Background: an optimization exercise with open tools, aiming at small area, a short achievable clock period and few clock cycles. Do not read the settings as production practice.
Only simulation tests tie the RTL to the original design; equivalence was not proved.
No activity file was given, so power comes from the tool's default toggle rates.

===== design/flow/run.sh =====
#!/bin/bash
# synth_recipe.tcl (not shown) runs the flow's synth.tcl, then flattens the netlist and writes it again
# the make line also repeats each setting of config.mk as NAME=value (left out here)
make -C /OpenROAD-flow-scripts/flow DESIGN_CONFIG=/design/flow/config.mk WORK_HOME=/design/flow/orfs CLKGATE_MAP_FILE= SYNTH_SCRIPT=/design/flow/synth_recipe.tcl finish

===== design/flow/config.mk =====
export PLATFORM = sky130hd
export DESIGN_NAME = instruction_hazard_detector_top
export DESIGN_NICKNAME = instruction_hazard_detector_top
export VERILOG_FILES = /design/flow/design.v
export SDC_FILE = /design/flow/constraint.sdc
export NUM_CORES = 4
export LEC_CHECK = 0
export CAP_MARGIN = 20
export CORE_MARGIN = 2
export CORE_UTILIZATION = 40
export SLEW_MARGIN = 20

===== design/flow/constraint.sdc =====
create_clock -name core_clock -period 4.5 [get_ports {clock}]
set_input_delay 0.9000 -clock core_clock [delete_from_list [all_inputs] [get_ports {clock}]]
set_output_delay 0.9000 -clock core_clock [all_outputs]
set_load 0.01 [all_outputs]

===== design/flow/design.v =====
`timescale 1ns / 1ps
`default_nettype none
package hdc_pkg;
   localparam int WINDOW_DEPTH = 16;
   localparam int IDX_W        = $clog2(WINDOW_DEPTH);
   localparam int COUNT_W      = $clog2(WINDOW_DEPTH + 1);
   localparam int REG_W  = 5;
   localparam int KIND_W = 3;
   localparam int OIDX_W = 4;
   localparam logic [KIND_W-1:0] KIND_RAW  = 3'd0;
   localparam logic [KIND_W-1:0] KIND_WAR  = 3'd1;
   localparam logic [KIND_W-1:0] KIND_WAW  = 3'd2;
   localparam logic [KIND_W-1:0] KIND_NONE = 3'd3;
   localparam logic [KIND_W-1:0] KIND_FULL = 3'd4;
   localparam int HIT_RAW = 0;
   localparam int HIT_WAR = 1;
   localparam int HIT_WAW = 2;
endpackage
`default_nettype wire
`timescale 1ns / 1ps
`default_nettype none
module hdc_cell (
   input  wire logic                      clock,
   input  wire logic                      wr_en,
   input  wire logic                      live,
   input  wire logic [hdc_pkg::REG_W-1:0] c_dst,
   input  wire logic                      c_dok,
   input  wire logic [hdc_pkg::REG_W-1:0] c_sa,
   input  wire logic                      c_aok,
   input  wire logic [hdc_pkg::REG_W-1:0] c_sb,
   input  wire logic                      c_bok,
   output logic [hdc_pkg::REG_W-1:0]      dst,
   output logic [2:0]                     hit
);
   logic [hdc_pkg::REG_W-1:0] e_dst, e_sa, e_sb;
   logic                      e_dok, e_aok, e_bok;
   always_ff @(posedge clock) begin
      if (wr_en) begin
         e_dst <= c_dst;
         e_dok <= c_dok;
         e_sa  <= c_sa;
         e_aok <= c_aok;
         e_sb  <= c_sb;
         e_bok <= c_bok;
      end
   end
   assign hit[hdc_pkg::HIT_RAW] = live && e_dok &&
                                  ((c_aok && e_dst == c_sa) || (c_bok && e_dst == c_sb));
   assign hit[hdc_pkg::HIT_WAR] = live && c_dok &&
                                  ((e_aok && e_sa == c_dst) || (e_bok && e_sb == c_dst));
   assign hit[hdc_pkg::HIT_WAW] = live && e_dok && c_dok && e_dst == c_dst;
   assign dst = e_dst;
endmodule
`default_nettype wire
`timescale 1ns / 1ps
`default_nettype none
module instruction_hazard_detector_top (
   input  wire logic                       clock,
   input  wire logic                       reset,
   input  wire logic                       req_valid,
   output logic                            req_stall,
   input  wire logic                       req_start_program,
   input  wire logic [hdc_pkg::REG_W-1:0]  req_dest_reg,
   input  wire logic                       req_dest_present,
   input  wire logic [hdc_pkg::REG_W-1:0]  req_src_a_reg,
   input  wire logic                       req_src_a_present,
   input  wire logic [hdc_pkg::REG_W-1:0]  req_src_b_reg,
   input  wire logic                       req_src_b_present,
   output logic                            rsp_valid,
   input  wire logic                       rsp_stall,
   output logic [hdc_pkg::KIND_W-1:0]      rsp_dep_kind,
   output logic [hdc_pkg::OIDX_W-1:0]      rsp_earlier_index,
   output logic [hdc_pkg::OIDX_W-1:0]      rsp_later_index,
   output logic [hdc_pkg::REG_W-1:0]       rsp_shared_reg,
   output logic                            rsp_last_result
);
   localparam int D = hdc_pkg::WINDOW_DEPTH;
   localparam int N = 3 * D;
   logic [hdc_pkg::COUNT_W-1:0] count_ff, count_in;
   logic [N-1:0]                pend_ff, pend_in;
   logic                        fresh_ff, fresh_in;    
   logic                        fullk_ff, fullk_in;    
   logic [hdc_pkg::REG_W-1:0]   cdst_ff, cdst_in;
   logic [hdc_pkg::IDX_W-1:0]   later_ff, later_in;
   logic                        rsp_valid_ff, rsp_valid_in;
   logic [hdc_pkg::KIND_W-1:0]  kind_ff, kind_in;
   logic [hdc_pkg::OIDX_W-1:0]  early_ff, early_in;
   logic [hdc_pkg::OIDX_W-1:0]  late_ff, late_in;
   logic [hdc_pkg::REG_W-1:0]   shreg_ff, shreg_in;
   logic                        last_ff, last_in;
   logic [hdc_pkg::COUNT_W-1:0] eff_count;
   logic [hdc_pkg::IDX_W-1:0]   pos;
   logic                        full, accept, load, out_free, busy, single, move, pend_any;
   logic [N-1:0]                hits, clr;
   logic [D-1:0]                ent_any, sel;
   logic [hdc_pkg::REG_W*D-1:0] dsts;
   logic [2:0]                  kind_sel;
   logic [hdc_pkg::IDX_W-1:0]   sel_idx;
   logic [hdc_pkg::REG_W-1:0]   sel_dst;
   assign pend_any  = |pend_ff;
   assign busy      = pend_any || fresh_ff;
   assign out_free  = !rsp_valid_ff || !rsp_stall;
   assign req_stall = busy && !(single && out_free);
   assign accept    = req_valid && !req_stall;
   assign move      = busy && out_free;
   assign eff_count = req_start_program ? '0 : count_ff;
   assign full      = eff_count == hdc_pkg::COUNT_W'(D);
   assign pos       = eff_count[hdc_pkg::IDX_W-1:0];
   assign load      = accept && !full;
   for (genvar i = 0; i < D; i++) begin : g_cell
      hdc_cell u_cell (
         .clock (clock),
         .wr_en (load && pos == hdc_pkg::IDX_W'(i)),
         .live  (hdc_pkg::COUNT_W'(i) < eff_count),
         .c_dst (req_dest_reg),
         .c_dok (req_dest_present),
         .c_sa  (req_src_a_reg),
         .c_aok (req_src_a_present),
         .c_sb  (req_src_b_reg),
         .c_bok (req_src_b_present),
         .dst   (dsts[hdc_pkg::REG_W*i +: hdc_pkg::REG_W]),
         .hit   (hits[3*i +: 3])
      );
   end
   always_comb begin
      logic a, m;
      a = 1'b0;
      m = 1'b0;
      for (int j = 0; j < N; j++) begin
         m = m | (a & pend_ff[j]);
         a = a | pend_ff[j];
      end
      single = !m;
   end
   always_comb begin
      logic seen;
      seen = 1'b0;
      clr      = '0;
      kind_sel = '0;
      sel_idx  = '0;
      sel_dst  = '0;
      for (int i = 0; i < D; i++) begin
         ent_any[i] = |pend_ff[3*i +: 3];
         sel[i]     = ent_any[i] && !seen;
         seen       = seen || ent_any[i];
      end
      for (int i = 0; i < D; i++) begin
         logic [2:0] pk;
         pk[0] = pend_ff[3*i];
         pk[1] = pend_ff[3*i+1] && !pend_ff[3*i];
         pk[2] = pend_ff[3*i+2] && !pend_ff[3*i+1] && !pend_ff[3*i];
         clr[3*i +: 3] = sel[i] ? pk : 3'b000;
         kind_sel = kind_sel | clr[3*i +: 3];
         sel_idx  = sel_idx | (sel[i] ? hdc_pkg::IDX_W'(i) : '0);
         sel_dst  = sel_dst | (sel[i] ? dsts[hdc_pkg::REG_W*i +: hdc_pkg::REG_W] : '0);
      end
   end
   always_comb begin
      count_in     = count_ff;
      pend_in      = pend_ff;
      fresh_in     = fresh_ff;
      fullk_in     = fullk_ff;
      cdst_in      = cdst_ff;
      later_in     = later_ff;
      rsp_valid_in = rsp_valid_ff && rsp_stall;
      kind_in      = kind_ff;
      early_in     = early_ff;
      late_in      = late_ff;
      shreg_in     = shreg_ff;
      last_in      = last_ff;
      if (move) begin
         rsp_valid_in = 1'b1;
         pend_in      = pend_ff & ~clr;
         fresh_in     = 1'b0;
         if (pend_any) begin
            early_in = sel_idx;
            late_in  = later_ff;
            last_in  = single;
            if (kind_sel[hdc_pkg::HIT_RAW]) begin
               kind_in  = hdc_pkg::KIND_RAW;
               shreg_in = sel_dst;
            end else if (kind_sel[hdc_pkg::HIT_WAR]) begin
               kind_in  = hdc_pkg::KIND_WAR;
               shreg_in = cdst_ff;
            end else begin
               kind_in  = hdc_pkg::KIND_WAW;
               shreg_in = cdst_ff;
            end
         end else begin
            kind_in  = fullk_ff ? hdc_pkg::KIND_FULL : hdc_pkg::KIND_NONE;
            early_in = '0;
            late_in  = fullk_ff ? '0 : later_ff;
            shreg_in = '0;
            last_in  = 1'b1;
         end
      end
      if (accept) begin
         pend_in  = full ? '0 : hits;
         fresh_in = 1'b1;
         fullk_in = full;
         cdst_in  = req_dest_reg;
         later_in = pos;
         count_in = full ? eff_count : eff_count + hdc_pkg::COUNT_W'(1);
      end
   end
   always_ff @(posedge clock) begin
      if (reset) begin
         count_ff     <= '0;
         pend_ff      <= '0;
         fresh_ff     <= 1'b0;
         rsp_valid_ff <= 1'b0;
      end else begin
         count_ff     <= count_in;
         pend_ff      <= pend_in;
         fresh_ff     <= fresh_in;
         rsp_valid_ff <= rsp_valid_in;
      end
      fullk_ff <= fullk_in;
      cdst_ff  <= cdst_in;
      later_ff <= later_in;
      kind_ff  <= kind_in;
      early_ff <= early_in;
      late_ff  <= late_in;
      shreg_ff <= shreg_in;
      last_ff  <= last_in;
   end
   assign rsp_valid         = rsp_valid_ff;
   assign rsp_dep_kind      = kind_ff;
   assign rsp_earlier_index = early_ff;
   assign rsp_later_index   = late_ff;
   assign rsp_shared_reg    = shreg_ff;
   assign rsp_last_result   = last_ff;
endmodule
`default_nettype wire

==> results of run 1 <==
[where the power goes]
part	internal (W)	switching, W
clock network	0.00205	0.00140
registers	0.00379	0.0000357
logic	0.000279	0.000505
[critical path, cell delays in order (launching register included)]
cell and delay [ps]:
dfxtp_1 300, nor2_1 240, nand4_1 230, buf_4 220, or3_4 420, or3_4 350
a222oi_1 230, nand4b_1 240, o32ai_4 370, inv_1 70, clkbuf_2 130
[kinds of logic after synthesis]
| group | synth area share |
|---|---|
| AND/OR/NAND/NOR | 0.1343 |
| multiplexers | 0.0005355 |
| flip-flops | 0.5649 |
| AO/OA/AOI/OAI | 0.08547 |
| buffers and inverters | 0.02309 |
| XOR/XNOR | 0.1874 |
| adder cells (fa/ha/maj) | 0.004284 |
[layer usage]
metal	up-vias	track usage	share of wire
li1	6122	-	-
met1	6906	0.3402	0.42
met2	616	0.4014	0.47
met3	138	0.04385	0.077
met4	0	0.09530	0.034
met5	-	0	0
[flip-flops by register name, summed over array words and instances, names as in the netlist]
register / flops
count_ff: 5
g_cell.u_cell.e_dst: 80
g_cell.u_cell.e_bok: 16
g_cell.u_cell.e_dok: 16
later_ff: 4
g_cell.u_cell.e_sa: 80
g_cell.u_cell.e_sb: 80
fullk_ff: 1
kind_ff: 3
late_ff: 4
rsp_valid_ff: 1
last_ff: 1
shreg_ff: 5
early_ff: 4
fresh_ff: 1
pend_ff: 48
g_cell.u_cell.e_aok: 16
cdst_ff: 5
[metrics by stage]
step	cells	cell area (um^2)	hold slack [ps]	total power, W	worst slack, ps
final	2349	22140	521.3	0.008069	235.5
after global routing	2349	22140	536.8	0.008327	71.90
after CTS	2344	22060	507.3	0.008129	21.71
after detailed placement	2262	20580	499.7	0.004674	173.8
after global placement	2262	20580	491.4	0.004661	193.9
after floorplan	1575	18690	460.4	0.004302	280.2
[timing repair]
action                                  in CTS  in global routing
gates resized for setup                     15                 16
pin swaps                                    7                 12
hold buffers                                 0                  0
endpoints found under the setup margin       1                  1
setup buffers                                4                  5
[placed cells by master (no fill, tap or decap), types with 15 or more instances in the layout]
cell type,n
clkbuf_16,45
o211ai_1,18
xnor2_1,108
nor2_1,54
buf_12,15
a21oi_1,45
o21ai_0,39
nor3_1,20
o21ai_1,21
nand3_1,115
buf_4,127
nand2_1,81
dfxtp_1,48
clkdlybuf4s50_1,25
xor2_1,292
nor4_1,68
edfxtp_1,315
and3_1,17
[cell type report]
cell class,instances,area (um^2),area share
Clock buffer,52,1152,0.05204
Multi-Input combinational cell,1100,7801,0.3523
Tap cell,607,759.5,0.03430
Clock inverter,26,239.0,0.01079
Timing Repair Buffer,178,1559,0.07041
Inverter,16,60.06,0.002712
Sequential cell,370,10570,0.4774
[path summary, 6_finish.rpt]
check              startpoint          end  slack [ps]  cells after the start
setup / recovery   pend_ff[7]    req_stall         240                     10
hold / removal    pend_ff[15]  pend_ff[15]         520                      2
setup reg to reg   pend_ff[2]  pend_ff[46]         420                     13
hold reg to reg   pend_ff[15]  pend_ff[15]         520                      2
==> impl_metrics.csv, run 1 <==
group,metric,value,unit
status,status,"finished clean",
logic_synthesis,synth_most_common_cell,"edfxtp_1",
cts,clock-root-buffer,"clkbuf_16",
placement,place_congestion,0.9311,
setup_path,end_kind,"output pin",
global_route,grt_antenna_before_repair,1,
sta,finalClockSkew,19.18,ps
die,core_area,0.04636,mm^2
die,num_rows,79,
global_route,grt_pass1_vias,13480,
logic_synthesis,syn_nets,1602,
sta,tns,0,ps
die,dieHeight,220.2,um
routing,drc,0,
setup_path,worstPathMaxFanout,5,
logic_synthesis,synth.top_cell.area_share,0.5060,
sta,finalCriticalPeriod,4265,ps
sta,slew_headroom,0.3604,
routing,antenna_left,0,
logic_synthesis,syn_area_per_cell,11.87,um^2
sta,tightest_slew,956.4,ps
final_layout,utilization,0.4776,
final_layout,fillCellCount,4138,
sta,setup_viol,0,
pwr,p_leak,7.841,nW
logic_synthesis,ys_seq_area_frac,0.5649,
global_route,track_usage,0.2506,
cts,clock_latency,580,ps
logic_synthesis,synth_area_leaders,"edfxtp_1 51%, xor2_1 14%, dfxtp_1 5.9%",
routing,num_vias,13780,
routing,drtPass1Iterations,9,
worst_hold_path,hp-class,"register to register",
cts,cts-htree-levels,2,
setup_path,critical_path_arrival,3360,ps
die,die_w,220.2,um
cts,clk_pin_slew_worst_paths,60,ps
cts,clockBufferDepth,3,
routing,routedWlPerCell,25.55,um
routing,viasPerCell,5.867,
final_layout,drive_gt1_frac,0.1458,
sta,fmax,0.2345,GHz
global_route,grt_max_degree,35,
final_layout,n_antenna_cell,0,
final_layout,area_growth,18.45,%
die,start_util,0.4033,
sta,slew_viol_final,0,
final_layout,fin_nets,1736,
setup_path,path_class,"register to output pin",
routing,routed_wl,60.02,mm
global_route,grt_remaining_overflow,0,
pwr,power_per_cell_area,364.4,mW/mm^2
global_route,grt_pass1_wl,88.51,mm
logic_synthesis,synth_seq_cells,370,
sta,rsz0062_at_grt,"false",
sta,fin_crit_sh,0.9477,
logic_synthesis,yosysWarnings,2,
pwr,ir_worst_vdd,0.0002476,V
logic_synthesis,synth_cell_types,78,
logic_synthesis,async_flop_share,0,
routing,detailedRoute.firstIterationViolations,1624,
die,ios,42,
setup_path,cp.required,3600,ps
setup_path,cp-start-kind,"register",
logic_synthesis,syn_area,0.01869,mm^2
logic_synthesis,synthTopCellsByCount,"315 x edfxtp_1, 292 x xor2_1, 116 x nand3_1",
logic_synthesis,synth_top_area_cell,"edfxtp_1",
logic_synthesis,ys.flop_type,"edfxtp_1",
logic_synthesis,synth_edf_count,315,
cts,clock_sinks,370,
job,cap_viol_max_count,0,
die,die-area,0.04848,mm^2
sta,hold_viol,0,
logic_synthesis,synth_cells,1575,
cts,numCtsBuffers,43,
cts,cts_tree,"yes",
placement,port_buffers,41,
placement,dpl.hpwl,41.55,mm
Testbench counts, summed over its fixed seeds: cycles 6,807.
==> run 2: changes to the inputs <==
--- a/design/flow/design.v
+++ b/design/flow/design.v
@@ -79,8 +79,9 @@
    logic [hdc_pkg::COUNT_W-1:0] count_ff, count_in;
    logic [N-1:0]                pend_ff, pend_in;
-   logic                        fresh_ff, fresh_in;    
    logic                        fullk_ff, fullk_in;    
    logic [hdc_pkg::REG_W-1:0]   cdst_ff, cdst_in;
    logic [hdc_pkg::IDX_W-1:0]   later_ff, later_in;
+   logic                        busy_ff, busy_in;      
+   logic                        single_ff, single_in;  
    logic                        rsp_valid_ff, rsp_valid_in;
    logic [hdc_pkg::KIND_W-1:0]  kind_ff, kind_in;
@@ -91,5 +92,6 @@
    logic [hdc_pkg::COUNT_W-1:0] eff_count;
    logic [hdc_pkg::IDX_W-1:0]   pos;
-   logic                        full, accept, load, out_free, busy, single, move, pend_any;
+   logic                        full, accept, load, out_free, move, pend_any;
+   logic                        hits_one, pend_two;
    logic [N-1:0]                hits, clr;
    logic [D-1:0]                ent_any, sel;
@@ -99,9 +101,8 @@
    logic [hdc_pkg::REG_W-1:0]   sel_dst;
    assign pend_any  = |pend_ff;
-   assign busy      = pend_any || fresh_ff;
    assign out_free  = !rsp_valid_ff || !rsp_stall;
-   assign req_stall = busy && !(single && out_free);
+   assign req_stall = busy_ff && !(single_ff && out_free);
    assign accept    = req_valid && !req_stall;
-   assign move      = busy && out_free;
+   assign move      = busy_ff && out_free;
    assign eff_count = req_start_program ? '0 : count_ff;
    assign full      = eff_count == hdc_pkg::COUNT_W'(D);
@@ -124,12 +125,21 @@
    end
    always_comb begin
-      logic a, m;
-      a = 1'b0;
-      m = 1'b0;
-      for (int j = 0; j < N; j++) begin
-         m = m | (a & pend_ff[j]);
-         a = a | pend_ff[j];
-      end
-      single = !m;
+      logic [63:0] ha, hm, pa, pm, pt;
+      ha = 64'(hits);
+      hm = '0;
+      pa = 64'(pend_ff);
+      pm = '0;
+      pt = '0;
+      for (int l = 1; l <= 6; l++) begin
+         for (int j = 0; j < (64 >> l); j++) begin
+            hm[j] = hm[2*j] | hm[2*j+1] | (ha[2*j] & ha[2*j+1]);
+            ha[j] = ha[2*j] | ha[2*j+1];
+            pt[j] = pt[2*j] | pt[2*j+1] | (pm[2*j] & pa[2*j+1]) | (pa[2*j] & pm[2*j+1]);
+            pm[j] = pm[2*j] | pm[2*j+1] | (pa[2*j] & pa[2*j+1]);
+            pa[j] = pa[2*j] | pa[2*j+1];
+         end
+      end
+      hits_one = !hm[0];
+      pend_two = !pt[0];
    end
    always_comb begin
@@ -159,5 +169,4 @@
       count_in     = count_ff;
       pend_in      = pend_ff;
-      fresh_in     = fresh_ff;
       fullk_in     = fullk_ff;
       cdst_in      = cdst_ff;
@@ -169,12 +178,15 @@
       shreg_in     = shreg_ff;
       last_in      = last_ff;
+      busy_in      = busy_ff;
+      single_in    = single_ff;
       if (move) begin
          rsp_valid_in = 1'b1;
          pend_in      = pend_ff & ~clr;
-         fresh_in     = 1'b0;
+         busy_in      = !single_ff;
+         single_in    = pend_two;
          if (pend_any) begin
             early_in = sel_idx;
             late_in  = later_ff;
-            last_in  = single;
+            last_in  = single_ff;
             if (kind_sel[hdc_pkg::HIT_RAW]) begin
                kind_in  = hdc_pkg::KIND_RAW;
@@ -197,5 +209,6 @@
       if (accept) begin
          pend_in  = full ? '0 : hits;
-         fresh_in = 1'b1;
+         busy_in  = 1'b1;
+         single_in = full || hits_one;
          fullk_in = full;
          cdst_in  = req_dest_reg;
@@ -208,10 +221,12 @@
          count_ff     <= '0;
          pend_ff      <= '0;
-         fresh_ff     <= 1'b0;
+         busy_ff      <= 1'b0;
+         single_ff    <= 1'b1;
          rsp_valid_ff <= 1'b0;
       end else begin
          count_ff     <= count_in;
          pend_ff      <= pend_in;
-         fresh_ff     <= fresh_in;
+         busy_ff      <= busy_in;
+         single_ff    <= single_in;
          rsp_valid_ff <= rsp_valid_in;
       end
==> impl_metrics.csv, run 2 <==
group,metric,value,unit
pwr,internal-power,0.005781,W
global_route,grt_pass1_wl,98.86,mm
final_layout,final_cell_mix,"315 x edfxtp_1, 241 x xor2_1, 160 x xnor2_1, 143 x nor2_1, 97 x buf_4",
setup_path,worstPathMaxFanout,10,
sta,tns,0,ps
pwr,p_leak,7.772,nW
sta,slew_viol_final,0,
routing,viasPerCell,5.889,
sta,slew_headroom,0.3612,
setup_path,path_class,"register to register",
logic_synthesis,ys.flop_type,"edfxtp_1",
cts,postCtsHoldBufs,0,
setup_path,critical_path_arrival,4140,ps
routing,routedWlPerCell,26.15,um
cts,cts-htree-levels,2,
logic_synthesis,async_flop_share,0,
setup_path,slowest_delay,670,ps
die,core_area,0.04997,mm^2
die,start_util,0.4036,
cts,numCtsBuffers,42,
placement,port_buffers,41,
placement,place_congestion,1.035,
final_layout,multi_input_area,0.008806,mm^2
routing,routed_wl,66.93,mm
logic_synthesis,synth_most_common_cell,"edfxtp_1",
global_route,grt_max_degree,64,
final_layout,drive_gt1_frac,0.1123,
global_route,grt_antenna_before_repair,0,
cts,clock-root-buffer,"clkbuf_16",
logic_synthesis,syn_nets,1814,
global_route,grt_pass1_vias,14850,
logic_synthesis,syn_area,0.02016,mm^2
logic_synthesis,synthTopCellsByCount,"315 x edfxtp_1, 241 x xor2_1, 160 x xnor2_1",
final_layout,area_growth,12.76,%
sta,hold_viol,0,
logic_synthesis,synth_cell_types,82,
sta,setup_ws,782.9,ps
sta,finalClockSkew,18.92,ps
pwr,seqPwrFrac,0.498,
cts,clock_sinks,371,
final_layout,fillCellCount,4659,
routing,num_vias,15070,
logic_synthesis,synth_edf_count,315,
placement,dpl.hpwl,47.84,mm
routing,detailedRoute.firstIterationViolations,1616,
sta,fin_crit_sh,0.8260,
cts,cts_resized,0,
setup_path,crit_chain,"nor4_2, and2_1, nand2_4, nor3_1, and2_0, a22oi_1, nand4_1, a21oi_1, and3_4, a21oi_2",
logic_synthesis,yosysWarnings,2,
logic_synthesis,synth_seq_cells,371,
die,num_rows,82,
pwr,ir_worst_vdd,0.0003561,V
final_layout,fin_nets,1883,
cts,clock_latency,580,ps
die,ios,42,
pwr,comb_power_share,0.076,
logic_synthesis,syn_area_per_cell,11.28,um^2
die,dieHeight,228.5,um
global_route,track_usage,0.2538,
final_layout,reg_top3,"g_cell.u_cell.e_dst: 80 flops, g_cell.u_cell.e_sa: 80 flops, g_cell.u_cell.e_sb: 80 flops",
setup_path,end_kind,"register",
cts,cts_tree,"yes",
routing,drtPass1Iterations,7,
sta,setup_viol,0,
die,die-area,0.05222,mm^2
sta,fmax,0.2690,GHz
final_layout,final_common_cell,"edfxtp_1",
sta,tightest_slew,958.2,ps
job,cap_viol_max_count,0,
cts,clockBufferDepth,3,
cts,post_cts_buffers,0,
pwr,clock_power_share,0.426,
sta,rsz0062_at_grt,"false",
logic_synthesis,synth_cells,1788,
status,status,"finished clean",
logic_synthesis,synth.top_cell.area_share,0.4691,
pwr,switchingPower,0.001801,W
die,die_w,228.5,um
logic_synthesis,ys_seq_area_frac,0.5247,
pwr,switching_share,0.2376,
cts,clk_pin_slew_worst_paths,50,ps
pwr,power_per_cell_area,333.5,mW/mm^2
final_layout,ff_latch_area,0.01058,mm^2
logic_synthesis,synth_top_area_cell,"edfxtp_1",
setup_path,cp.required,4930,ps
sta,finalCriticalPeriod,3717,ps
placement,place_ws,426.3,ps
global_route,grt_remaining_overflow,0,
logic_synthesis,synth_area_leaders,"edfxtp_1 47%, xor2_1 10%, xnor2_1 6.9%",
worst_hold_path,hp-class,"register to register",
final_layout,n_antenna_cell,0,
routing,antenna_left,0,
setup_path,slowest_stage,"and2_0",
setup_path,cp-start-kind,"register",
routing,drc,0,
run 2: cell count changes in the layout (fill, tap and decap cells not counted), sizes merged, moves of 9 or more:
cell,before,now
nor2,56,145
nand3,117,65
xnor2,108,160
xor2,292,241
nand4,14,51
buf,152,116
o21ai,60,33
and3,17,39
a31oi,5,26
a21oi,46,65
maj3,3,15
and4,14,3
o22ai,3,14
a22oi,14,23
run 2: area by class of cell:
type / count / share of cell area
sequential: 371 / 0.4653
multi-input combinational: 1288 / 0.3873
timing repair buffer: 141 / 0.05250
clock buffer: 54 / 0.04953
tap: 672 / 0.03698
clock inverter: 20 / 0.006218
inverter: 13 / 0.002146
run 2: worst paths after layout:
path              start      endpoint  slack (ps)  cells after the start
max          pend_ff[3]   shreg_ff[3]         780                     10
min             busy_ff  rsp_valid_ff         500                      2
max reg2reg  pend_ff[3]   shreg_ff[3]         780                     10
min reg2reg     busy_ff  rsp_valid_ff         500                      2
run 2: logic make-up (layout without fill, tap and decap cells):
family,count (synthesis),after routing,synth area share
simple gates,582,582,0.1535
fa+ha+maj,18,18,0.009308
xor+xnor,401,401,0.1742
flops,371,371,0.5247
buf+inv,129,228,0.03903
compound gates,287,287,0.09928
run 2: critical path: cells and delay by family, from the launching register on:
family / cells / cell delay, ps
flip-flops: 1 / 420
AND/OR/NAND/NOR: 7 / 2650
AO/OA/AOI/OAI: 3 / 500
run 2: per-layer routing:
layer | GRT usage | up-vias | wire (um) | share of wire
met3 | 0.04641 | 172 | 4686 | 0.070
met4 | 0.1203 | 0 | 3274 | 0.049
met5 | 0 | - | 0 | 0
li1 | - | 6782 | - | -
met1 | 0.3434 | 7449 | 28390 | 0.42
met2 | 0.3945 | 667 | 30580 | 0.46
run 2: metrics by stage:
stage          cells  total power, W  area (um^2)  hold slack (ps)  utilization
2_1_floorplan   1788        0.004179        20160            458.1            -
3_3_place_gp    2485        0.004416        21470            477.5       0.4297
3_5_place_dp    2485        0.004422        21470            493.8       0.4297
4_1_cts         2559        0.007636        22740            503.9       0.4551
5_1_grt         2559        0.007813        22740            521.3       0.4551
6_report        2559        0.007582        22740            501.5       0.4551
run 2: power groups by stage:
stage          combinational [W]  sequential (W)  clock (W)
2_1_floorplan           0.000331         0.00385          0
3_3_place_gp            0.000564         0.00385          0
3_5_place_dp            0.000570         0.00385          0
4_1_cts                 0.000572         0.00378    0.00328
5_1_grt                 0.000612         0.00378    0.00342
6_report                0.000573         0.00378    0.00323
Testbench counts of run 2, summed over its fixed seeds: cycles 6,807.
==> run 3: changes to the inputs <==
--- a/design/flow/config.mk
+++ b/design/flow/config.mk
@@ -9,3 +9,4 @@
 export CORE_MARGIN = 2
 export CORE_UTILIZATION = 40
+export SETUP_SLACK_MARGIN = 1.5
 export SLEW_MARGIN = 20
==> impl_metrics.csv, run 3 <==
group,metric,value,unit
status,status,"finished clean",
sta,setup_viol,0,
routing,antenna_left,0,
final_layout,drive_gt1_frac,0.1550,
sta,finalCriticalPeriod,2970,ps
cts,clock-root-buffer,"clkbuf_16",
logic_synthesis,syn_area,0.02016,mm^2
pwr,fin_total_pwr,0.007954,W
global_route,track_usage,0.2495,
cts,clock_latency,600,ps
worst_hold_path,hp-class,"register to register",
setup_path,critical_path_arrival,3480,ps
final_layout,stdcell_area,0.02351,mm^2
sta,hold_ws,509.3,ps
die,dieHeight,228.5,um
global_route,grt_antenna_before_repair,0,
logic_synthesis,synth_cell_types,82,
final_layout,fin_nets,1914,
setup_path,path_class,"input port to register",
sta,rsz0062_at_grt,"true",
placement,placed_area,0.02157,mm^2
final_layout,final_cell_mix,"315 x edfxtp_1, 241 x xor2_1, 160 x xnor2_1, 136 x nor2_1, 120 x buf_4",
logic_synthesis,synth_area_leaders,"edfxtp_1 47%, xor2_1 10%, xnor2_1 6.9%",
logic_synthesis,synthTopCellsByCount,"315 x edfxtp_1, 241 x xor2_1, 160 x xnor2_1",
routing,wl_met3,4.254,mm
placement,dpl.cell_count,2496,
sta,hold_viol,0,
routing,routed_wl,66.33,mm
sta,fin_crit_sh,0.6600,
cts,clk_pin_slew_worst_paths,60,ps
worst_hold_path,holdPathEnd,"rsp_valid_ff",
final_layout,reg_top3,"g_cell.u_cell.e_dst: 80 flops, g_cell.u_cell.e_sa: 80 flops, g_cell.u_cell.e_sb: 80 flops",
sta,finalClockSkew,38.94,ps
setup_path,ff2ff_path_depth,10,
cts,cts_tree,"yes",
routing,routedWlPerCell,25.57,um
routing,drc,0,
die,num_rows,82,
logic_synthesis,syn_area_per_cell,11.28,um^2
routing,top_layer,"met4",
cts,numCtsBuffers,43,
logic_synthesis,ys.flop_type,"edfxtp_1",
routing,detailedRoute.firstIterationViolations,1649,
logic_synthesis,synth_seq_cells,371,
placement,place_congestion,0.9324,
worst_hold_path,whs_path_depth,2,
final_layout,final_common_cell,"edfxtp_1",
sta,tns,0,ps
global_route,grt_pass1_wl,98.08,mm
die,start_util,0.4036,
placement,dpl.hpwl,47.13,mm
die,ios,42,
final_layout,stdcell_count,2594,
logic_synthesis,ys_seq_area_frac,0.5247,
setup_path,end_kind,"register",
routing,viasPerCell,5.852,
setup_path,r2r-start,"count_ff[2]",
logic_synthesis,synth_most_common_cell,"edfxtp_1",
global_route,grt_pass1_vias,14800,
setup_path,cp-start-kind,"input port",
cts,clock_sinks,371,
logic_synthesis,synth_cells,1788,
die,core_area,0.04997,mm^2
pwr,power_per_cell_area,338.3,mW/mm^2
die,die-area,0.05222,mm^2
logic_synthesis,yosysWarnings,2,
routing,drtPass1Iterations,8,
sta,tightest_slew,1049,ps
sta,slew_viol_final,0,
die,die_w,228.5,um
routing,route.layer.met1.wl,28.35,mm
logic_synthesis,synth.top_cell.area_share,0.4691,
routing,wl_met2,30.75,mm
job,cap_viol_max_count,0,
placement,port_buffers,41,
setup_path,regToRegSetupSlack,1560,ps
cts,cts-htree-levels,2,
worst_hold_path,worstHoldStart,"busy_ff",
setup_path,worstPathMaxFanout,15,
final_layout,area_growth,16.59,%
setup_path,reg2reg_to,"single_ff",
global_route,grt_max_degree,64,
sta,slew_headroom,0.3006,
final_layout,n_antenna_cell,0,
logic_synthesis,synth_top_area_cell,"edfxtp_1",
logic_synthesis,syn_nets,1814,
global_route,grt_remaining_overflow,0,
routing,num_vias,15180,
logic_synthesis,async_flop_share,0,
cts,clockBufferDepth,3,
sta,fmax,0.3367,GHz
pwr,ir_worst_vdd,0.0003479,V
setup_path,cp.required,5010,ps
logic_synthesis,synth_edf_count,315,
pwr,p_leak,8.122,nW
[run 3: cell counts after synthesis]
Identical to the previous run, type by type.
[run 3: worst max path at each step]
stage / start / to / slack [ps]
after floorplan: req_src_b_reg[2] / single_ff / 1510
after global placement: req_start_program / single_ff / 400
after detailed placement: req_start_program / single_ff / 410
after CTS: req_src_a_reg[4] / single_ff / 1500
after global routing: req_src_a_reg[1] / single_ff / 1390
final: req_src_a_reg[1] / single_ff / 1530
[run 3: where the power goes]
part | internal [W] | total, W | switching, W
clock | 0.00210 | 0.00359 | 0.00149
sequential | 0.00376 | 0.00378 | 0.0000210
combinational | 0.000213 | 0.000580 | 0.000367
total | 0.00608 | 0.00795 | 0.00188
[run 3: what timing repair did]
item	CTS	global route
endpoints found under the setup margin	220	42
resized for setup	57	39
hold buffers	0	0
setup buffers	7	11
cloned	0	1
pin swaps	5	9
[run 3: critical path, stage by stage]
cell and delay [ps]:
buf_4 330, buf_4 210, xor2_1 150, nor4_1 60, and3_1 170, o21ai_1 260
nand4_1 280, nor4_4 300, nand3_1 130, maj3_2 320, o21ba_2 190, a211oi_1 160
[run 3: cell families (layout without fill, tap and decap cells)]
group | Yosys count | count (layout) | share of synthesized area
AO/OA/AOI/OAI | 287 | 287 | 0.09928
XOR/XNOR | 401 | 401 | 0.1742
adder cells (fa/ha/maj) | 18 | 18 | 0.009308
buffers and inverters | 129 | 263 | 0.03903
flip-flops | 371 | 371 | 0.5247
AND/OR/NAND/NOR | 582 | 582 | 0.1535
[run 3: layout make-up]
cell class	instances	area, um^2
clock buffer	54	1180
clock inverter	25	262.8
fill	4556	26460
inverter	13	48.80
multi-input combinational	1288	9050
sequential	371	10590
tap	672	840.8
timing repair buffer	171	1539
[run 3: routing by layer]
layer,vias up,track usage
met1,7552,0.3375
met4,0,0.1054
met5,-,0
li1,6844,-
met3,152,0.03481
met2,633,0.4022
[run 3: stage by stage]
step | utilization | setup WS [ps]
after floorplan | - | 1507
after global routing | 0.4705 | 1390
after global placement | 0.4317 | 404.5
final | 0.4705 | 1530
after detailed placement | 0.4317 | 408.2
after CTS | 0.4655 | 1504
==> run 4: changes to the inputs <==
--- a/design/flow/config.mk
+++ b/design/flow/config.mk
@@ -6,7 +6,9 @@
 export NUM_CORES = 4
 export LEC_CHECK = 0
+export ABC_CLOCK_PERIOD_IN_PS = 2200
 export CAP_MARGIN = 20
 export CORE_MARGIN = 2
-export CORE_UTILIZATION = 40
-export SETUP_SLACK_MARGIN = 1.5
+export CORE_UTILIZATION = 60
+export SETUP_SLACK_MARGIN = 2.2
 export SLEW_MARGIN = 20
+export TNS_END_PERCENT = 0
==> impl_metrics.csv, run 4 <==
group,metric,value,unit
status,status,"finished clean",
final_layout,final_cell_mix,"315 x edfxtp_1, 225 x xor2_1, 163 x buf_4, 157 x xnor2_1, 130 x nor2_1",
final_layout,fin_nets,1999,
routing,antenna_left,0,
cts,postCtsHoldBufs,0,
setup_path,critical_path_arrival,3220,ps
pwr,p_leak,8.946,nW
setup_path,slowest_stage,"or4_4",
die,ios,42,
logic_synthesis,ys_seq_area_frac,0.5247,
routing,viasPerCell,6.770,
sta,hold_ws,522.3,ps
die,die-area,0.03509,mm^2
routing,drtPass1Iterations,6,
final_layout,n_antenna_cell,0,
setup_path,cp.required,4940,ps
setup_path,crit_family,"simple AND/OR/NAND/NOR gates",
final_layout,fillCellCount,2114,
sta,finalCriticalPeriod,2780,ps
cts,clock_latency,580,ps
setup_path,cp_common_cell,"or2_4",
sta,tns,0,ps
die,core_area,0.03328,mm^2
routing,routed_wl,72.20,mm
sta,hold_viol,0,
die,dieHeight,187.3,um
routing,detailedRoute.firstIterationViolations,2477,
sta,rsz0062_at_grt,"true",
global_route,grt_remaining_overflow,0,
cts,cts_tree,"yes",
sta,tightest_slew,784.9,ps
setup_path,cp-start-kind,"register",
worst_hold_path,worstHoldStart,"later_ff[1]",
global_route,grt_pass1_vias,15400,
setup_path,r2r-start,"pend_ff[16]",
logic_synthesis,synth_top_area_cell,"edfxtp_1",
global_route,track_usage,0.3908,
pwr,ir_worst_vdd,0.0004453,V
routing,drc,0,
sta,setup_viol,0,
logic_synthesis,syn_area_per_cell,11.28,um^2
final_layout,drive_gt1_frac,0.2514,
final_layout,area_growth,25.29,%
placement,port_buffers,41,
logic_synthesis,synth_seq_cells,371,
setup_path,worstPathMaxFanout,12,
placement,place_congestion,0.9989,
placement,dpl.hpwl,43.94,mm
sta,finalClockSkew,17.06,ps
final_layout,final_common_cell,"edfxtp_1",
global_route,grt_pass1_wl,101.1,mm
final_layout,multi_input_area,0.009748,mm^2
logic_synthesis,syn_nets,1814,
setup_path,path_buf_inv,0,
routing,routedWlPerCell,29.43,um
cts,clock-root-buffer,"clkbuf_16",
sta,slew_headroom,0.4719,
logic_synthesis,syn_area,0.02016,mm^2
setup_path,end_kind,"register",
final_layout,ff_latch_area,0.01063,mm^2
worst_hold_path,hp-class,"register to register",
die,die_w,187.3,um
sta,fin_crit_sh,0.6178,
logic_synthesis,yosysWarnings,2,
logic_synthesis,synth_edf_count,315,
die,start_util,0.6059,
cts,clk_pin_slew_worst_paths,60,ps
setup_path,path_class,"register to register",
sta,slew_viol_final,0,
cts,clock_sinks,371,
cts,cts-htree-levels,2,
cts,clockBufferDepth,3,
setup_path,slowest_delay,590,ps
global_route,grt_antenna_before_repair,0,
sta,fmax,0.3597,GHz
die,num_rows,67,
logic_synthesis,synth_cell_types,82,
global_route,grt_max_degree,64,
setup_path,critPathLaunch,"pend_ff[16]",
logic_synthesis,synthTopCellsByCount,"315 x edfxtp_1, 241 x xor2_1, 160 x xnor2_1",
final_layout,stdcell_area,0.02526,mm^2
placement,placed_area,0.02113,mm^2
setup_path,crit_chain,"or4_4, or2_4, or2_4, nor2_4, a22oi_1, nand4_1, a21oi_1, and3_4, a21oi_2",
logic_synthesis,synth_cells,1788,
pwr,power_per_cell_area,318.4,mW/mm^2
logic_synthesis,synth_most_common_cell,"edfxtp_1",
logic_synthesis,synth_area_leaders,"edfxtp_1 47%, xor2_1 10%, xnor2_1 6.9%",
final_layout,reg_top3,"g_cell.u_cell.e_dst: 80 flops, g_cell.u_cell.e_sa: 80 flops, g_cell.u_cell.e_sb: 80 flops",
routing,num_vias,16610,
cts,numCtsBuffers,40,
logic_synthesis,synth.top_cell.area_share,0.4691,
logic_synthesis,ys.flop_type,"edfxtp_1",
logic_synthesis,async_flop_share,0,
job,cap_viol_max_count,0,
## run 4: kinds of logic after synthesis
logic type               after synthesis  synth area share
AO/OA/AOI/OAI                        287           0.09928
buffers and inverters                129           0.03903
flip-flops                           371            0.5247
AND/OR/NAND/NOR                      582            0.1535
XOR/XNOR                             401            0.1742
adder cells (fa/ha/maj)               18          0.009308
## run 4: worst paths after layout
path / to / slack (ps) / depth (start not counted)
max: shreg_ff[1] / 1720 / 9
min: late_ff[1] / 520 / 1
max reg2reg: shreg_ff[1] / 1720 / 9
min reg2reg: late_ff[1] / 520 / 1
## run 4: cell type report
class                           instances  area share
Clock buffer                           50     0.04150
Clock inverter                         24     0.01288
Inverter                               13    0.001931
Multi-Input combinational cell       1288      0.3858
Sequential cell                       371      0.4206
Tap cell                              448     0.02219
Timing Repair Buffer                  259      0.1151
## run 4: timing repair
item | in CTS | in global routing
pin swaps | 42 | 68
buffers inserted | 80 | 52
cloned | 6 | 6
endpoints found under the setup margin | 355 | 375
gates resized for setup | 182 | 136
## run 4: metal layers
layer,vias to the layer above,part of all wire,global-route usage,wire length (um)
met5,-,0,0,0
met4,0,0.060,0.1825,4344
met3,299,0.11,0.07674,7953
met2,1195,0.46,0.6190,33420
met1,8097,0.37,0.5222,26480
li1,7015,-,-,-
## run 4: stage by stage
stage / utilization / setup WS, ps / cells / power (W)
2_1_floorplan: - / 1587 / 1788 / 0.004201
3_3_place_gp: 0.6350 / 503.6 / 2235 / 0.004389
3_5_place_dp: 0.6350 / 462.8 / 2235 / 0.004399
4_1_cts: 0.7236 / 1698 / 2395 / 0.007942
5_1_grt: 0.7591 / 1626 / 2453 / 0.008188
6_report: 0.7591 / 1720 / 2453 / 0.008044
## run 4: report_power, final
group / leakage [nW] / internal (W) / switching [W]
logic: 4.95 / 0.000323 / 0.000443
registers: 3.32 / 0.00375 / 0.0000181
clock network: 0.670 / 0.00207 / 0.00143
## run 4: worst reg2reg max path: stages (launching register included)
cell and delay [ps]:
dfxtp_4 390, or4_4 600, or2_4 310, or2_4 270, nor2_4 260, a22oi_1 150
nand4_1 240, a21oi_1 130, and3_4 190, a21oi_2 120
==> run 5: changes to the inputs <==
--- a/design/flow/config.mk
+++ b/design/flow/config.mk
@@ -12,3 +12,2 @@
 export SETUP_SLACK_MARGIN = 2.2
 export SLEW_MARGIN = 20
-export TNS_END_PERCENT = 0
==> impl_metrics.csv, run 5 <==
group,metric,value,unit
final_layout,final_cell_mix,"315 x edfxtp_1, 232 x xor2_1, 158 x buf_4, 156 x xnor2_1, 125 x nor2_1",
die,dieHeight,187.3,um
cts,cts-htree-levels,2,
final_layout,area_growth,27.38,%
cts,clock_latency,570,ps
routing,viasPerCell,6.704,
global_route,grt_pass1_wl,102.6,mm
logic_synthesis,syn_area_per_cell,11.28,um^2
sta,finalClockSkew,24.87,ps
placement,placed_area,0.02135,mm^2
setup_path,critical_path_arrival,3310,ps
pwr,p_leak,9.101,nW
logic_synthesis,synth.top_cell.area_share,0.4691,
cts,clock-root-buffer,"clkbuf_16",
setup_path,regToRegSetupSlack,1760,ps
sta,tightest_slew,823.6,ps
cts,clockBufferDepth,3,
setup_path,worstPathMaxFanout,13,
logic_synthesis,ys.flop_type,"edfxtp_1",
worst_hold_path,holdPathEnd,"late_ff[2]",
logic_synthesis,synth_most_common_cell,"edfxtp_1",
die,die_w,187.3,um
cts,postCtsHoldBufs,0,
routing,routedWlPerCell,28.94,um
cts,clk_pin_slew_worst_paths,60,ps
setup_path,cp.required,5000,ps
logic_synthesis,synth_edf_count,315,
sta,slew_headroom,0.4510,
routing,drc,0,
final_layout,final_common_cell,"edfxtp_1",
final_layout,stdcell_area,0.02569,mm^2
logic_synthesis,syn_nets,1814,
sta,hold_viol,0,
global_route,track_usage,0.3959,
routing,detailedRoute.firstIterationViolations,2068,
global_route,grt_remaining_overflow,0,
final_layout,n_antenna_cell,0,
setup_path,ff2ff_path_depth,8,
worst_hold_path,worstHoldStart,"later_ff[2]",
logic_synthesis,yosysWarnings,2,
cts,cts_tree,"yes",
die,num_rows,67,
logic_synthesis,synth_cell_types,82,
sta,setup_viol,0,
global_route,grt_antenna_before_repair,0,
worst_hold_path,whs_path_depth,1,
die,ios,42,
setup_path,path_class,"input port to register",
worst_hold_path,hp-class,"register to register",
die,core_area,0.03328,mm^2
setup_path,r2r-start,"pend_ff[11]",
logic_synthesis,async_flop_share,0,
setup_path,cp-start-kind,"input port",
die,start_util,0.6059,
logic_synthesis,synth_top_area_cell,"edfxtp_1",
routing,num_vias,16580,
logic_synthesis,syn_area,0.02016,mm^2
sta,finalCriticalPeriod,2816,ps
global_route,grt_pass1_vias,15720,
status,status,"finished clean",
pwr,power_per_cell_area,304.7,mW/mm^2
sta,rsz0062_at_grt,"true",
sta,fin_crit_sh,0.6257,
final_layout,reg_top3,"g_cell.u_cell.e_dst: 80 flops, g_cell.u_cell.e_sa: 80 flops, g_cell.u_cell.e_sb: 80 flops",
sta,tns,0,ps
cts,numCtsBuffers,39,
global_route,grt_max_degree,64,
logic_synthesis,synth_cells,1788,
pwr,ir_worst_vdd,0.0003330,V
setup_path,reg2reg_to,"shreg_ff[4]",
routing,drtPass1Iterations,8,
routing,antenna_left,0,
sta,slew_viol_final,0,
logic_synthesis,synthTopCellsByCount,"315 x edfxtp_1, 241 x xor2_1, 160 x xnor2_1",
placement,dpl.hpwl,43.90,mm
die,die-area,0.03509,mm^2
logic_synthesis,synth_seq_cells,371,
final_layout,fin_nets,2020,
logic_synthesis,synth_area_leaders,"edfxtp_1 47%, xor2_1 10%, xnor2_1 6.9%",
placement,port_buffers,41,
final_layout,drive_gt1_frac,0.2716,
logic_synthesis,ys_seq_area_frac,0.5247,
job,cap_viol_max_count,0,
cts,clock_sinks,371,
setup_path,end_kind,"register",
placement,place_congestion,0.9968,
routing,routed_wl,71.57,mm
sta,fmax,0.3552,GHz
==> run 5: cell counts after synthesis <==
No cell type changed its count.
==> run 5: layout make-up <==
class	count	area, um^2
Clock buffer	50	1017
Inverter	13	66.31
Sequential cell	371	10650
Fill cell	2076	7595
Tap cell	448	560.5
Clock inverter	22	262.8
Timing Repair Buffer	278	3168
Multi-Input combinational cell	1291	9966
==> run 5: worst max path at each step <==
stage / startpoint / endpoint / slack (ps) / cells after the start
after CTS: pend_ff[18] / shreg_ff[4] / 1780 / 10
after global placement: req_start_program / single_ff / 400 / 13
after global routing: req_dest_reg[4] / single_ff / 1670 / 14
after detailed placement: req_start_program / single_ff / 350 / 13
final: req_dest_reg[4] / single_ff / 1680 / 14
after floorplan: req_dest_reg[0] / single_ff / 1590 / 12
==> run 5: where the power goes <==
part	leakage [nW]	switching [W]	internal (W)
Combinational	5.16	0.000438	0.000313
Clock	0.614	0.00140	0.00191
Sequential	3.33	0.0000201	0.00375
Total	9.10	0.00186	0.00597
==> run 5: worst max-delay path, cell delays in order <==
cell and delay (ps):
buf_16 150, buf_16 160, buf_4 160, xor2_1 220, nor4_1 100, and3_1 210, o21ai_0 310, buf_4 220
o22ai_1 70, nor2_1 140, o2111ai_1 130, nor4_2 250, nand3_1 130, a211oi_2 180
==> run 5: metal layers <==
metal / GRT usage / vias up / wire, um
li1: - / 7064 / -
met1: 0.5147 / 8117 / 26230
met2: 0.6377 / 1112 / 33200
met3: 0.08330 / 286 / 7648
met4: 0.1883 / 0 / 4490
met5: 0 / - / 0
==> run 5: what timing repair did <==
item / CTS / global route
pin swaps: 75 / 70
buffers inserted: 83 / 61
gates cloned: 13 / 3
resized for setup: 280 / 106
setup endpoints to repair: 377 / 201
==> run 5: logic make-up (layout without fill, tap and decap cells) <==
family                     after synthesis  after routing  synth area share
and+or+nand+nor                        582            585            0.1535
xor gates and xnor gates               401            401            0.1742
DFF                                    371            371            0.5247
AOI/OAI and AO/OA                      287            287           0.09928
buffers and inverters                  129            363           0.03903
adders and majority gates               18             18          0.009308
==> run 5: stage by stage <==
step	hold WS, ps	utilization	cells	total power, W	setup WS, ps
2_1_floorplan	477.6	-	1788	0.004214	1587
3_5_place_dp	501.4	0.6414	2241	0.004405	349.5
6_report	522.2	0.7718	2473	0.007828	1684
5_1_grt	531.7	0.7718	2473	0.007993	1674
4_1_cts	516.6	0.7403	2409	0.007756	1783
3_3_place_gp	488.4	0.6414	2241	0.004395	398.3
==> run 6: changes to the inputs <==
--- a/design/flow/config.mk
+++ b/design/flow/config.mk
@@ -9,5 +9,5 @@
 export CAP_MARGIN = 20
 export CORE_MARGIN = 2
-export CORE_UTILIZATION = 60
+export CORE_UTILIZATION = 40
 export SETUP_SLACK_MARGIN = 2.2
 export SLEW_MARGIN = 20
==> impl_metrics.csv, run 6 <==
group,metric,value,unit
status,status,"finished clean",
setup_path,crit_chain,"or4_4, or2_4, or2_4, nor3_4, buf_12, nand2_1, nand4_1, a21oi_2, and3_4, a21oi_2",
logic_synthesis,ys_seq_area_frac,0.5247,
routing,antenna_left,0,
final_layout,final_cell_mix,"315 x edfxtp_1, 238 x xor2_1, 157 x xnor2_1, 132 x buf_4, 126 x nor2_1",
setup_path,slowest_delay,570,ps
final_layout,reg_top3,"g_cell.u_cell.e_dst: 80 flops, g_cell.u_cell.e_sa: 80 flops, g_cell.u_cell.e_sb: 80 flops",
setup_path,reg2reg_to,"shreg_ff[4]",
routing,num_vias,15640,
die,num_rows,82,
setup_path,worstPathMaxFanout,6,
die,core_area,0.04997,mm^2
logic_synthesis,synthTopCellsByCount,"315 x edfxtp_1, 241 x xor2_1, 160 x xnor2_1",
pwr,p_leak,8.781,nW
pwr,seqPwrFrac,0.487,
global_route,grt_max_degree,50,
die,start_util,0.4036,
setup_path,r2r-start,"pend_ff[23]",
setup_path,slowest_stage,"or4_4",
placement,port_buffers,41,
final_layout,multi_input_area,0.009822,mm^2
logic_synthesis,synth_cell_types,82,
logic_synthesis,synth_top_area_cell,"edfxtp_1",
routing,routedWlPerCell,26.22,um
cts,clock-root-buffer,"clkbuf_16",
setup_path,path_class,"register to register",
logic_synthesis,syn_area,0.02016,mm^2
cts,clock_latency,590,ps
logic_synthesis,syn_nets,1814,
sta,hold_viol,0,
final_layout,area_growth,25.16,%
logic_synthesis,synth_area_leaders,"edfxtp_1 47%, xor2_1 10%, xnor2_1 6.9%",
pwr,ir_worst_vdd,0.0003066,V
routing,routed_wl,69.59,mm
sta,rsz0062_at_grt,"true",
placement,place_congestion,0.9522,
logic_synthesis,syn_area_per_cell,11.28,um^2
final_layout,n_antenna_cell,0,
cts,clock_sinks,371,
global_route,grt_pass1_vias,15080,
pwr,clock_power_share,0.425,
sta,hold_ws,529.4,ps
placement,placed_area,0.02162,mm^2
setup_path,critPathLaunch,"pend_ff[23]",
die,die-area,0.05222,mm^2
final_layout,final_common_cell,"edfxtp_1",
cts,clockBufferDepth,3,
setup_path,regToRegSetupSlack,1700,ps
cts,cts_tree,"yes",
setup_path,cp.depth,10,
pwr,fin_total_pwr,0.007755,W
cts,clk_pin_slew_worst_paths,60,ps
sta,tns,0,ps
sta,slew_headroom,0.4387,
setup_path,ff2ff_path_depth,10,
pwr,switchingPower,0.001862,W
cts,numCtsBuffers,43,
setup_path,critical_path_arrival,3230,ps
sta,slew_viol_final,0,
setup_path,path_buf_inv,1,
global_route,grt_pass1_wl,101.6,mm
sta,tightest_slew,841.9,ps
die,dieHeight,228.5,um
global_route,grt_remaining_overflow,0,
sta,fmax,0.3575,GHz
logic_synthesis,synth_edf_count,315,
global_route,track_usage,0.2604,
logic_synthesis,ys.flop_type,"edfxtp_1",
pwr,internal-power,0.005893,W
setup_path,crit_family,"simple AND/OR/NAND/NOR gates",
final_layout,fillCellCount,4400,
cts,postCtsHoldBufs,0,
routing,drtPass1Iterations,8,
final_layout,fin_nets,1977,
worst_hold_path,hp-class,"register to register",
logic_synthesis,synth_cells,1788,
logic_synthesis,synth_most_common_cell,"edfxtp_1",
setup_path,end_kind,"register",
pwr,comb_power_share,0.088,
placement,dpl.hpwl,46.53,mm
logic_synthesis,synth.top_cell.area_share,0.4691,
sta,fin_crit_sh,0.6215,
sta,finalClockSkew,18.69,ps
routing,detailedRoute.firstIterationViolations,1758,
final_layout,utilization,0.5051,
routing,viasPerCell,5.891,
logic_synthesis,yosysWarnings,2,
pwr,switching_share,0.2401,
final_layout,ff_latch_area,0.01064,mm^2
die,die_w,228.5,um
job,cap_viol_max_count,0,
logic_synthesis,async_flop_share,0,
sta,setup_viol,0,
final_layout,stdcell_area,0.02524,mm^2
setup_path,cp-start-kind,"register",
routing,drc,0,
final_layout,drive_gt1_frac,0.2513,
setup_path,cp.required,4930,ps
global_route,grt_antenna_before_repair,2,
sta,finalCriticalPeriod,2797,ps
setup_path,worstSetupEndpoint,"shreg_ff[4]",
die,ios,42,
logic_synthesis,synth_seq_cells,371,
pwr,power_per_cell_area,307.3,mW/mm^2
cts,cts-htree-levels,2,
-- run 6: layout make-up --
| cell class | instances | share of cell area |
|---|---|---|
| Clock buffer | 56 | 0.04541 |
| Clock inverter | 20 | 0.006346 |
| Inverter | 13 | 0.002429 |
| Multi-Input combinational cell | 1290 | 0.3892 |
| Sequential cell | 371 | 0.4216 |
| Tap cell | 672 | 0.03332 |
| Timing Repair Buffer | 232 | 0.1017 |
-- run 6: how the worst min path moves through the flow --
| stage | from | endpoint | cells past startpoint |
|---|---|---|---|
| 6_report | later_ff[0] | late_ff[0] | 1 |
| 5_1_grt | later_ff[3] | late_ff[3] | 1 |
| 4_1_cts | later_ff[0] | late_ff[0] | 1 |
| 3_5_place_dp | busy_ff | rsp_valid_ff | 2 |
| 3_3_place_gp | busy_ff | rsp_valid_ff | 2 |
| 2_1_floorplan | busy_ff | rsp_valid_ff | 2 |
-- run 6: per-layer routing --
metal	global-route usage	wire length, um
met2	0.4212	32820
met3	0.03705	4290
met1	0.3560	29910
met5	0	0
met4	0.09579	2567
-- run 6: repair_timing --
item / CTS / global route
setup endpoints to repair: 378 / 207
resized for setup: 260 / 73
cloned: 9 / 4
buffers inserted: 62 / 34
pin swaps: 70 / 35
-- run 6: through the flow --
stage	setup WS, ps	instances
2_1_floorplan	1587	1788
3_3_place_gp	487.7	2469
3_5_place_dp	473.0	2469
4_1_cts	1760	2616
5_1_grt	1595	2654
6_report	1703	2654
-- run 6: power by group through the flow --
| stage | sequential (W) | combinational (W) | clock, W |
|---|---|---|---|
| floorplan | 0.00385 | 0.000366 | 0 |
| global placement | 0.00385 | 0.000557 | 0 |
| detailed placement | 0.00385 | 0.000563 | 0 |
| CTS | 0.00378 | 0.000642 | 0.00335 |
| global route | 0.00378 | 0.000720 | 0.00348 |
| finish | 0.00377 | 0.000682 | 0.00330 |
-- run 6: kinds of logic (layout without fill, tap and decap cells) --
family | after synthesis | after routing | share of synthesized area
AO/OA/AOI/OAI | 287 | 287 | 0.09928
XOR/XNOR | 401 | 401 | 0.1742
AND/OR/NAND/NOR | 582 | 584 | 0.1535
adder cells (fa/ha/maj) | 18 | 18 | 0.009308
buffers and inverters | 129 | 321 | 0.03903
flip-flops | 371 | 371 | 0.5247
==> run 7: changes to the inputs <==
--- a/design/flow/config.mk
+++ b/design/flow/config.mk
@@ -10,4 +10,6 @@
 export CORE_MARGIN = 2
 export CORE_UTILIZATION = 40
+export CTS_BUF_LIST = sky130_fd_sc_hd__clkbuf_4 sky130_fd_sc_hd__clkbuf_8
+export CTS_CLUSTER_SIZE = 30
 export SETUP_SLACK_MARGIN = 2.2
 export SLEW_MARGIN = 20
==> impl_metrics.csv, run 7 <==
group,metric,value,unit
status,status,"finished clean",
placement,placed_area,0.02162,mm^2
logic_synthesis,synth_area_leaders,"edfxtp_1 47%, xor2_1 10%, xnor2_1 6.9%",
die,start_util,0.4036,
final_layout,fillCellCount,4452,
final_layout,ff_latch_area,0.01065,mm^2
routing,drtPass1Iterations,6,
pwr,seqPwrFrac,0.493,
pwr,clock_power_share,0.422,
sta,fmax,0.3528,GHz
logic_synthesis,synth_top_area_cell,"edfxtp_1",
sta,tightest_slew,814.0,ps
logic_synthesis,synth_cell_types,82,
setup_path,cp_common_cell,"nor3_4",
logic_synthesis,syn_area_per_cell,11.28,um^2
routing,route.layer.met1.wl,29.94,mm
cts,clock_sinks,371,
placement,place_congestion,0.9522,
cts,clockBufferDepth,3,
global_route,grt_pass1_wl,101.9,mm
sta,rsz0062_at_grt,"true",
final_layout,area_growth,23.65,%
routing,routedWlPerCell,26.01,um
final_layout,final_common_cell,"edfxtp_1",
sta,slew_viol_final,0,
sta,hold_viol,0,
logic_synthesis,ys_seq_area_frac,0.5247,
final_layout,reg_top3,"g_cell.u_cell.e_dst: 80 flops, g_cell.u_cell.e_sa: 80 flops, g_cell.u_cell.e_sb: 80 flops",
setup_path,crit_chain,"or4_4, nor2_4, nand2_4, nor3_4, nand4_4, nor3_4, and2_4, a221oi_2, and3_4, a21oi_2",
logic_synthesis,synth_cells,1788,
final_layout,drive_gt1_frac,0.2590,
setup_path,end_kind,"register",
setup_path,slowest_stage,"or4_4",
die,core_area,0.04997,mm^2
global_route,grt_pass1_vias,15100,
worst_hold_path,worstHoldStart,"rsp_valid_ff",
logic_synthesis,synth_most_common_cell,"edfxtp_1",
setup_path,slowest_delay,600,ps
routing,antenna_left,0,
logic_synthesis,synth_seq_cells,371,
sta,setup_viol,0,
logic_synthesis,ys.flop_type,"edfxtp_1",
logic_synthesis,syn_nets,1814,
sta,fin_crit_sh,0.6299,
final_layout,n_antenna_cell,0,
cts,clock_latency,660,ps
job,cap_viol_max_count,0,
cts,cts-htree-levels,3,
final_layout,final_cell_mix,"315 x edfxtp_1, 241 x xor2_1, 157 x xnor2_1, 124 x nor2_1, 115 x buf_4",
logic_synthesis,synthTopCellsByCount,"315 x edfxtp_1, 241 x xor2_1, 160 x xnor2_1",
pwr,power_per_cell_area,307.2,mW/mm^2
logic_synthesis,synth_compound_area_frac,0.09928,
cts,clock-root-buffer,"clkbuf_8",
routing,routed_wl,69.70,mm
die,ios,42,
logic_synthesis,synth_top_family_by_area,"XOR/XNOR gates",
logic_synthesis,syn_area,0.02016,mm^2
setup_path,cp-start-kind,"register",
placement,port_buffers,41,
routing,detailedRoute.firstIterationViolations,1561,
cts,cts_tree,"yes",
sta,slew_headroom,0.4573,
routing,wl_met2,32.63,mm
setup_path,worstPathMaxFanout,6,
logic_synthesis,async_flop_share,0,
logic_synthesis,synth.top_cell.area_share,0.4691,
routing,wl_met3,4.502,mm
pwr,switching_share,0.2443,
final_layout,stdcell_area,0.02493,mm^2
cts,numCtsBuffers,67,
routing,drc,0,
pwr,internal-power,0.005787,W
setup_path,path_class,"register to register",
final_layout,fin_nets,1983,
logic_synthesis,synth_xor_area_frac,0.1742,
global_route,grt_remaining_overflow,0,
setup_path,crit_family,"simple AND/OR/NAND/NOR gates",
sta,finalCriticalPeriod,2835,ps
logic_synthesis,synth_edf_count,315,
logic_synthesis,yosysWarnings,2,
die,dieHeight,228.5,um
setup_path,path_buf_inv,0,
sta,tns,0,ps
setup_path,cp.required,5020,ps
setup_path,critical_path_arrival,3350,ps
die,die_w,228.5,um
die,num_rows,82,
logic_synthesis,synthMuxAreaShare,0,
sta,finalClockSkew,29.48,ps
global_route,grt_max_degree,50,
worst_hold_path,hp-class,"register to register",
pwr,comb_power_share,0.085,
cts,clk_pin_slew_worst_paths,60,ps
pwr,switchingPower,0.001871,W
global_route,grt_antenna_before_repair,1,
global_route,track_usage,0.2621,
logic_synthesis,synth-simple-area-share,0.1535,
setup_path,r2r-start,"pend_ff[10]",
routing,num_vias,15680,
setup_path,critPathLaunch,"pend_ff[10]",
die,die-area,0.05222,mm^2
pwr,ir_worst_vdd,0.0002912,V
final_layout,multi_input_area,0.009789,mm^2
logic_synthesis,synth_fa_ha_area_frac,0.009308,
placement,dpl.hpwl,46.53,mm
routing,viasPerCell,5.852,
pwr,p_leak,8.709,nW
routing,top_layer,"met4",
==> run 7: timing repair <==
| item | in CTS | in global routing |
|---|---|---|
| gates cloned | 9 | 0 |
| hold buffers | 0 | 0 |
| setup buffers | 50 | 32 |
| pin swaps | 55 | 53 |
| resized for setup | 201 | 116 |
| endpoints found under the setup margin | 377 | 114 |
==> run 7: layout make-up <==
cell class	count	share of cell area
well taps	672	0.03372
multi-input cells	1291	0.3926
clock buffers	96	0.04647
clock inverters	24	0.007728
inverters	13	0.002459
repair buffers	213	0.09003
flip-flops and latches	371	0.4270
==> run 7: logic make-up (layout without fill, tap and decap cells) <==
| family | count (synthesis) | in the layout |
|---|---|---|
| adders and majority gates | 18 | 18 |
| DFF | 371 | 371 |
| AOI/OAI and AO/OA | 287 | 287 |
| xor gates and xnor gates | 401 | 401 |
| and+or+nand+nor | 582 | 585 |
| buffers and inverters | 129 | 346 |
==> run 7: worst paths after layout <==
check	to	slack, ps	cells after the start
worst min register to register	rsp_valid_ff	510	2
worst max register to register	shreg_ff[4]	1670	10
worst max-delay path	shreg_ff[4]	1670	10
worst min-delay path	rsp_valid_ff	510	2
==> run 7: routing by layer <==
| metal | global-route usage | vias to the layer above |
|---|---|---|
| met5 | 0 | - |
| met4 | 0.1036 | 0 |
| met3 | 0.04641 | 151 |
| met2 | 0.4181 | 700 |
| met1 | 0.3546 | 7827 |
| li1 | - | 7005 |
==> run 7: worst reg2reg max path, stage by stage (launching register included) <==
cell and delay, ps:
dfxtp_4 360, or4_4 600, nor2_4 170, nand2_4 100
nor3_4 310, nand4_4 180, nor3_4 250, and2_4 310
a221oi_2 110, and3_4 180, a21oi_2 120
==> run 7: through the flow <==
stage                     power, W  hold slack [ps]  cells    util  setup WS (ps)
after detailed placement  0.004415            504.6   2469  0.4328          473.0
after global placement    0.004407            491.5   2469  0.4328          487.7
after CTS                 0.007703            472.5   2648  0.4850           1748
after floorplan           0.004214            477.6   1788       -           1587
after global routing      0.007913            527.0   2680  0.4990           1581
final                     0.007658            512.2   2680  0.4990           1665
==> run 7: power groups by stage <==
stage / combinational (W) / clock, W / sequential (W)
floorplan: 0.000366 / 0 / 0.00385
global placement: 0.000557 / 0 / 0.00385
detailed placement: 0.000563 / 0 / 0.00385
CTS: 0.000626 / 0.00330 / 0.00378
global route: 0.000685 / 0.00345 / 0.00377
finish: 0.000648 / 0.00324 / 0.00377

## separate check: timing with driven ports
The results above use ideal ports. As a check the final layouts listed here were re-extracted and re-timed, cells and wires unchanged. Step 1 sets driving cells, clkbuf_16 on the clock port and buf_2 on the other inputs (assumed; they add their load-dependent delay and slew). Step 2, shift: input delay + t, output delay - t, t = (earliest + latest rising clock arrival at the registers) / 2. This alone moves slack from input paths to output paths. a / b / c = ideal ports / drivers / drivers and shift; a / b = the first two.
| run | shift t [ns] | setup WS [ns] | pins driven straight from the clock port |
|---|---|---|---|
| run 1 | 0.623 | 0.235 / 0.180 / 0.380 | 1 |
| run 2 | 0.623 | 0.783 / 0.783 / 0.325 | 1 |
| run 3 | 0.639 | 1.530 / 1.548 / 0.909 | 1 |
| run 4 | 0.633 | 1.720 / 1.646 / 1.013 | 1 |
| run 5 | 0.617 | 1.684 / 1.621 / 1.005 | 1 |
| run 6 | 0.639 | 1.703 / 1.699 / 1.059 | 1 |
| run 7 | 0.706 | 1.665 / 1.665 / 1.022 | 1 |
After both steps setup and hold are still met in every run listed. The setup slack of run 4, which loses most, moves by -0.074 ns with the drivers and by -0.707 ns with both steps.
